This is an optimization exercise on Yosys and OpenROAD, whose aim is small area, a short achievable clock period and few clock cycles per item, not a production implementation. Function was checked by simulation only, so behaviour that the tests miss may differ from the original. Power and IR drop assume default switching activity.

// grid_liquid_diffusion_step_unit
module grid_liquid_diffusion_step_unit #(
	parameter int MAX_WIDTH   = gdiff_pkg::MAX_WIDTH_DEF,
	parameter int AMOUNT_BITS = gdiff_pkg::AMOUNT_BITS_DEF,
	localparam int DATA_W     = ((AMOUNT_BITS + 7) / 8) * 8
) (
	input  logic                              clk,
	input  logic                              arst_n,
	input  logic                              s_axis_tvalid,
	output logic                              s_axis_tready,
	input  logic [DATA_W-1:0]                 s_axis_tdata,    
	output logic                              m_axis_tvalid,
	input  logic                              m_axis_tready,
	output logic [DATA_W-1:0]                 m_axis_tdata,    
	output logic                              m_axis_tlast,
	input  logic                              cfg_valid,
	output logic                              cfg_ready,
	input  logic [gdiff_pkg::CFG_INDEX_W-1:0] cfg_index,
	input  logic [gdiff_pkg::CFG_DATA_W-1:0]  cfg_data
);
Size: about 4500 cells after synthesis, roughly 1600 flip-flops, roughly 59 I/O pins, ~55000 µm² of cells after synthesis.
clock: 7.0 ns
lec_check: 0
cap_margin: 20
core_margin: 2
core_utilization: 40
cts_cluster_diameter: 100
cts_cluster_size: 30
setup_slack_margin: 5.0
slew_margin: 20
run.sh (not shown) runs the stock make flow with config.mk's settings and CLKGATE_MAP_FILE= SYNTH_SCRIPT=/design/flow/synth_recipe.tcl, a recipe that flattens the netlist after the stock synthesis.
The starting point finished with timing, DRC and antenna clean.
Testbench counts at the start, summed over its fixed seeds: cycles 6,896, items 6,464.
Edit:
Settings changed: CTS_CLUSTER_SIZE 30 to 28, SETUP_SLACK_MARGIN 5.0 to 3.75.
Clock-buffer cell count rises by 4.
Synthesized cell count is unchanged.
Hold slack loses 0.0039 ns.
Sequential share of layout area increases by 5.9 points.
Cell count shrinks by 5.2%.

Starting RTL as in the previous note.
## grid_liquid_diffusion_step_unit
module grid_liquid_diffusion_step_unit #(
	parameter int MAX_WIDTH   = gdiff_pkg::MAX_WIDTH_DEF,
	parameter int AMOUNT_BITS = gdiff_pkg::AMOUNT_BITS_DEF,
	localparam int DATA_W     = ((AMOUNT_BITS + 7) / 8) * 8
) (
	input  logic                              clk,
	input  logic                              arst_n,
	input  logic                              s_axis_tvalid,
	output logic                              s_axis_tready,
	input  logic [DATA_W-1:0]                 s_axis_tdata,    
	output logic                              m_axis_tvalid,
	input  logic                              m_axis_tready,
	output logic [DATA_W-1:0]                 m_axis_tdata,    
	output logic                              m_axis_tlast,
	input  logic                              cfg_valid,
	output logic                              cfg_ready,
	input  logic [gdiff_pkg::CFG_INDEX_W-1:0] cfg_index,
	input  logic [gdiff_pkg::CFG_DATA_W-1:0]  cfg_data
);
	localparam int AB = AMOUNT_BITS;
	localparam int CW = $clog2(MAX_WIDTH);
	localparam int HB = gdiff_pkg::GRID_H_BITS;
	localparam int D  = gdiff_pkg::OUT_SLOTS;
	localparam int NB = D - 1;
	localparam int PB = (NB > 1) ? $clog2(NB) : 1;
	localparam int RW = $clog2(D + 2);
	localparam int ZW = gdiff_pkg::ZW;
	localparam int SW = ZW + 2;
	logic [CW-1:0] wl_q, wl_n;
	logic [HB-1:0] hl_q, hl_n;
	logic [AB-1:0] den_q, den_n;
	logic [CW-1:0] col_q, col_n;
	logic [HB-1:0] row_q, row_n;
	logic          top_q, top_n;
	logic          sec_q, sec_n;
	logic          bot_q, bot_n;
	logic [CW-1:0] pa_q, pa_n;
	logic          fpend_q, fpend_n;
	logic [CW-1:0] fcol_q, fcol_n;
	logic          cfg_wait_n;
	logic [RW-1:0] resv_q, resv_n;
	logic          tready_q, tready_n;
	logic          cready_q, cready_n;
	logic          lt_d0, lt_d1, lt_d2;
	logic          fiss;
	logic          start_free;
  ...
==> flow/config.mk <==
export PLATFORM = sky130hd
export DESIGN_NAME = grid_liquid_diffusion_step_unit
export DESIGN_NICKNAME = grid_liquid_diffusion_step_unit
export VERILOG_FILES = /design/flow/design.v
export SDC_FILE = /design/flow/constraint.sdc
export NUM_CORES = 4
export LEC_CHECK = 0
export CAP_MARGIN = 20
export CORE_MARGIN = 2
export CORE_UTILIZATION = 40
export CTS_CLUSTER_DIAMETER = 100
export CTS_CLUSTER_SIZE = 30
export SETUP_SLACK_MARGIN = 4.5
export SLEW_MARGIN = 20
==> flow/constraint.sdc <==
create_clock -name core_clock -period 7.0 [get_ports {clk}]
set_input_delay 1.4000 -clock core_clock [delete_from_list [all_inputs] [get_ports {clk}]]
set_output_delay 1.4000 -clock core_clock [all_outputs]
set_load 0.01 [all_outputs]
The starting point finished clean.
Testbench counts at the start, summed over its fixed seeds: cycles 6,896, items 6,464.
==> next run, changes <==
SETUP_SLACK_MARGIN = 4.0   (was 4.5)
After rerunning:
- die area does not change
- wire length falls by 3.6%
- register-to-register slack hardly moves
- synthesized area is unchanged
- count of clock-buffer cells in the layout went up by 2
- design area decreases by about 5%
- non-clock buffer count drops by 166
- flip-flop and latch count stays the same
- via count fell by 2.1%
- worst setup slack hardly moves

06-02:
Another version of the RTL of grid_liquid_diffusion_step_unit (not shown whole).
Size in the first run: about 4500 cells after synthesis, roughly 1600 flip-flops, roughly 59 I/O pins, ~55000 um2 of cells after synthesis.
==> flow/design.v (excerpt) <==
module grid_liquid_diffusion_step_unit #(
	parameter int MAX_WIDTH   = gdiff_pkg::MAX_WIDTH_DEF,
	parameter int AMOUNT_BITS = gdiff_pkg::AMOUNT_BITS_DEF,
	localparam int DATA_W     = ((AMOUNT_BITS + 7) / 8) * 8
) (
	input  logic                              clk,
	input  logic                              arst_n,
	input  logic                              s_axis_tvalid,
	output logic                              s_axis_tready,
	input  logic [DATA_W-1:0]                 s_axis_tdata,    
	output logic                              m_axis_tvalid,
	input  logic                              m_axis_tready,
	output logic [DATA_W-1:0]                 m_axis_tdata,    
	output logic                              m_axis_tlast,
	input  logic                              cfg_valid,
	output logic                              cfg_ready,
	input  logic [gdiff_pkg::CFG_INDEX_W-1:0] cfg_index,
	input  logic [gdiff_pkg::CFG_DATA_W-1:0]  cfg_data
);
	localparam int AB = AMOUNT_BITS;
	localparam int CW = $clog2(MAX_WIDTH);
	localparam int HB = gdiff_pkg::GRID_H_BITS;
	localparam int D  = gdiff_pkg::OUT_SLOTS;
	localparam int NB = D - 1;
	localparam int PB = (NB > 1) ? $clog2(NB) : 1;
	localparam int RW = $clog2(D + 2);
	localparam int ZW = gdiff_pkg::ZW;
	localparam int SW = ZW + 2;
	logic [CW-1:0] wl_q, wl_n;
	logic [HB-1:0] hl_q, hl_n;
	logic [AB-1:0] den_q, den_n;
	logic [CW-1:0] col_q, col_n;
	logic [HB-1:0] row_q, row_n;
	logic          top_q, top_n;
	logic          sec_q, sec_n;
	logic          bot_q, bot_n;
	logic [CW-1:0] pa_q, pa_n;
	logic          fpend_q, fpend_n;
	logic [CW-1:0] fcol_q, fcol_n;
	logic          cfg_wait_n;
	logic [RW-1:0] resv_q, resv_n;
	logic          tready_q, tready_n;
	logic          cready_q, cready_n;
	logic          lt_d0, lt_d1, lt_d2;
	logic          fiss;
	logic          start_free;
	logic          acc;
	logic          cfg_take;
  ...
Settings: LEC_CHECK=0, CAP_MARGIN=20, CORE_MARGIN=2, CORE_UTILIZATION=40, CTS_CLUSTER_DIAMETER=100, CTS_CLUSTER_SIZE=28, SETUP_SLACK_MARGIN=4.0, SLEW_MARGIN=20; clock period 7.0 ns.
06-02 was carried through to the last stage, and its layout satisfied the timing, DRC and antenna checks.
Testbench counts of 06-02, summed over its fixed seeds: cycles 6,896, items 6,464.
Changes in 08-21 relative to 06-02:
Settings: SETUP_SLACK_MARGIN: 4.0 -> 3.75; CTS_CLUSTER_SIZE: 28 -> 30; CTS_CLUSTER_DIAMETER: 100 -> 90.
Findings:
06-02 → 08-21: total design power shows a reduction of about 3.6%; total cell area at the placement stage neither gained nor lost much; number of enable flip-flop cells after synthesis did not really move; buffering overhead fell 2.0 points.
Data required time at the worst endpoint in 08-21 is 20 ps below 06-02.
When 08-21 is measured against 06-02, its final area turns out about 3.2% lower.
Compared with 06-02, in 08-21 area overhead of the layout relative to synthesis fell 3.6 points, number of DRC markers after the initial detailed-route iteration went down by 88, non-filler instance count after layout -134, internal power fell 650 uW.

grid_liquid_diffusion_step_unit again, from the RTL that the note above started with.
make LEC_CHECK=0 CAP_MARGIN=20 CORE_MARGIN=2 CORE_UTILIZATION=40 CTS_CLUSTER_DIAMETER=100 CTS_CLUSTER_SIZE=28 SETUP_SLACK_MARGIN=3.9 SLEW_MARGIN=20 finish   # period 7.0 ns
The baseline completed without violations.
Testbench counts at the start, summed over its fixed seeds: cycles 6,896, items 6,464.
Rerun with:
- CORE_UTILIZATION: 40 -> 50
- SETUP_SLACK_MARGIN: 3.9 -> 3.75
Effect:
- The new run ran to the end with no violations
- maximum frequency goes down by 2.8%
- clock-buffer cell count goes up by 2
- design area goes down by 2.2%
- worst setup slack is worse by 0.089 ns
- sequential power is about the same
- sequential cell count does not change
Rerun with:
- CORE_UTILIZATION: 50 -> 40
=> Routed wire length grows by 0.48%. Setup slack improves by 0.023 ns. Utilization shrinks by 11 points. Die area went up by 25%. Synthesized area is unchanged. First-iteration DRC count drops by 8.8%. Power decreases by 0.68%. Maximum frequency climbs by 0.74%.

grid_liquid_diffusion_step_unit, a different RTL version from the one above (not shown whole).
Size: about 4500 cells after synthesis, ~1600 flip-flops, about 59 I/O pins, ~0.055 mm2 of cells after synthesis.
make LEC_CHECK=0 CAP_MARGIN=20 CORE_MARGIN=2 CORE_UTILIZATION=40 CTS_CLUSTER_DIAMETER=100 CTS_CLUSTER_SIZE=28 SETUP_SLACK_MARGIN=3.9 SLEW_MARGIN=20 finish   # period 7.0 ns
Testbench counts at the start, summed over its fixed seeds: cycles 6,896, items 6,464.
Edit:
--- a/flow/config.mk
+++ b/flow/config.mk
@@ -13 +13 @@
-export SETUP_SLACK_MARGIN = 3.9
+export SETUP_SLACK_MARGIN = 3.6
Wire length came out lower by a few percent.
Clock-buffer cell count rose by 1.
Worst setup slack loses 0.081 ns.
Fmax fell by a few percent.
Die area is unchanged.
Utilization came out lower by 0.92 points.

==> port drivers added, routing unchanged <==
The results above use ideal ports. As a check the final layouts listed here were re-extracted and re-timed, cells and wires unchanged. Step 1, drivers: a clkbuf_16 drives clk and a buf_2 each remaining input, both assumed. Step 2 also shifts input and output timing later by t, the mid clock arrival at the registers, as if the neighbouring blocks saw the same clock. Three values: ideal ports, drivers, drivers and shift; two values: the first two.
run | t, ns | setup slack, ns | latest minus earliest clock arrival (ns) | slew at the worst register clock pin (ns) | worst data-port slew with drivers (ns)
the first run of note 1 | 0.760 | 3.861 / 3.861 / 3.675 | 0.048 / 0.048 | 0.12 / 0.12 | 0.08
the second run of note 1 | 0.747 | 3.826 / 3.826 / 3.245 | 0.032 / 0.032 | 0.11 / 0.11 | 0.07
the first run of note 2 | 0.768 | 3.904 / 3.904 / 3.479 | 0.052 / 0.051 | 0.12 / 0.12 | 0.06
the second run of note 2 | 0.740 | 3.903 / 3.903 / 3.197 | 0.050 / 0.050 | 0.12 / 0.12 | 0.06
06-02 | 0.762 | 3.909 / 3.909 / 3.370 | 0.041 / 0.042 | 0.11 / 0.11 | 0.06
08-21 | 0.738 | 3.812 / 3.812 / 3.145 | 0.036 / 0.036 | 0.11 / 0.11 | 0.06
the first run of note 4 | 0.756 | 3.887 / 3.887 / 3.309 | 0.033 / 0.033 | 0.11 / 0.11 | 0.07
the second run of note 4 | 0.736 | 3.799 / 3.799 / 3.192 | 0.048 / 0.049 | 0.11 / 0.11 | 0.05
the third run of note 4 | 0.738 | 3.822 / 3.853 / 3.132 | 0.047 / 0.047 | 0.11 / 0.11 | 0.07
the first run of note 5 | 0.755 | 3.792 / 3.792 / 3.338 | 0.040 / 0.040 | 0.11 / 0.11 | 0.09
the second run of note 5 | 0.763 | 3.711 / 3.711 / 3.029 | 0.056 / 0.056 | 0.12 / 0.12 | 0.09
After both steps every run listed still meets setup and hold. For the second run of note 2, which loses most, drivers alone change the setup slack by 0.000 ns; drivers and shift together by -0.706 ns.
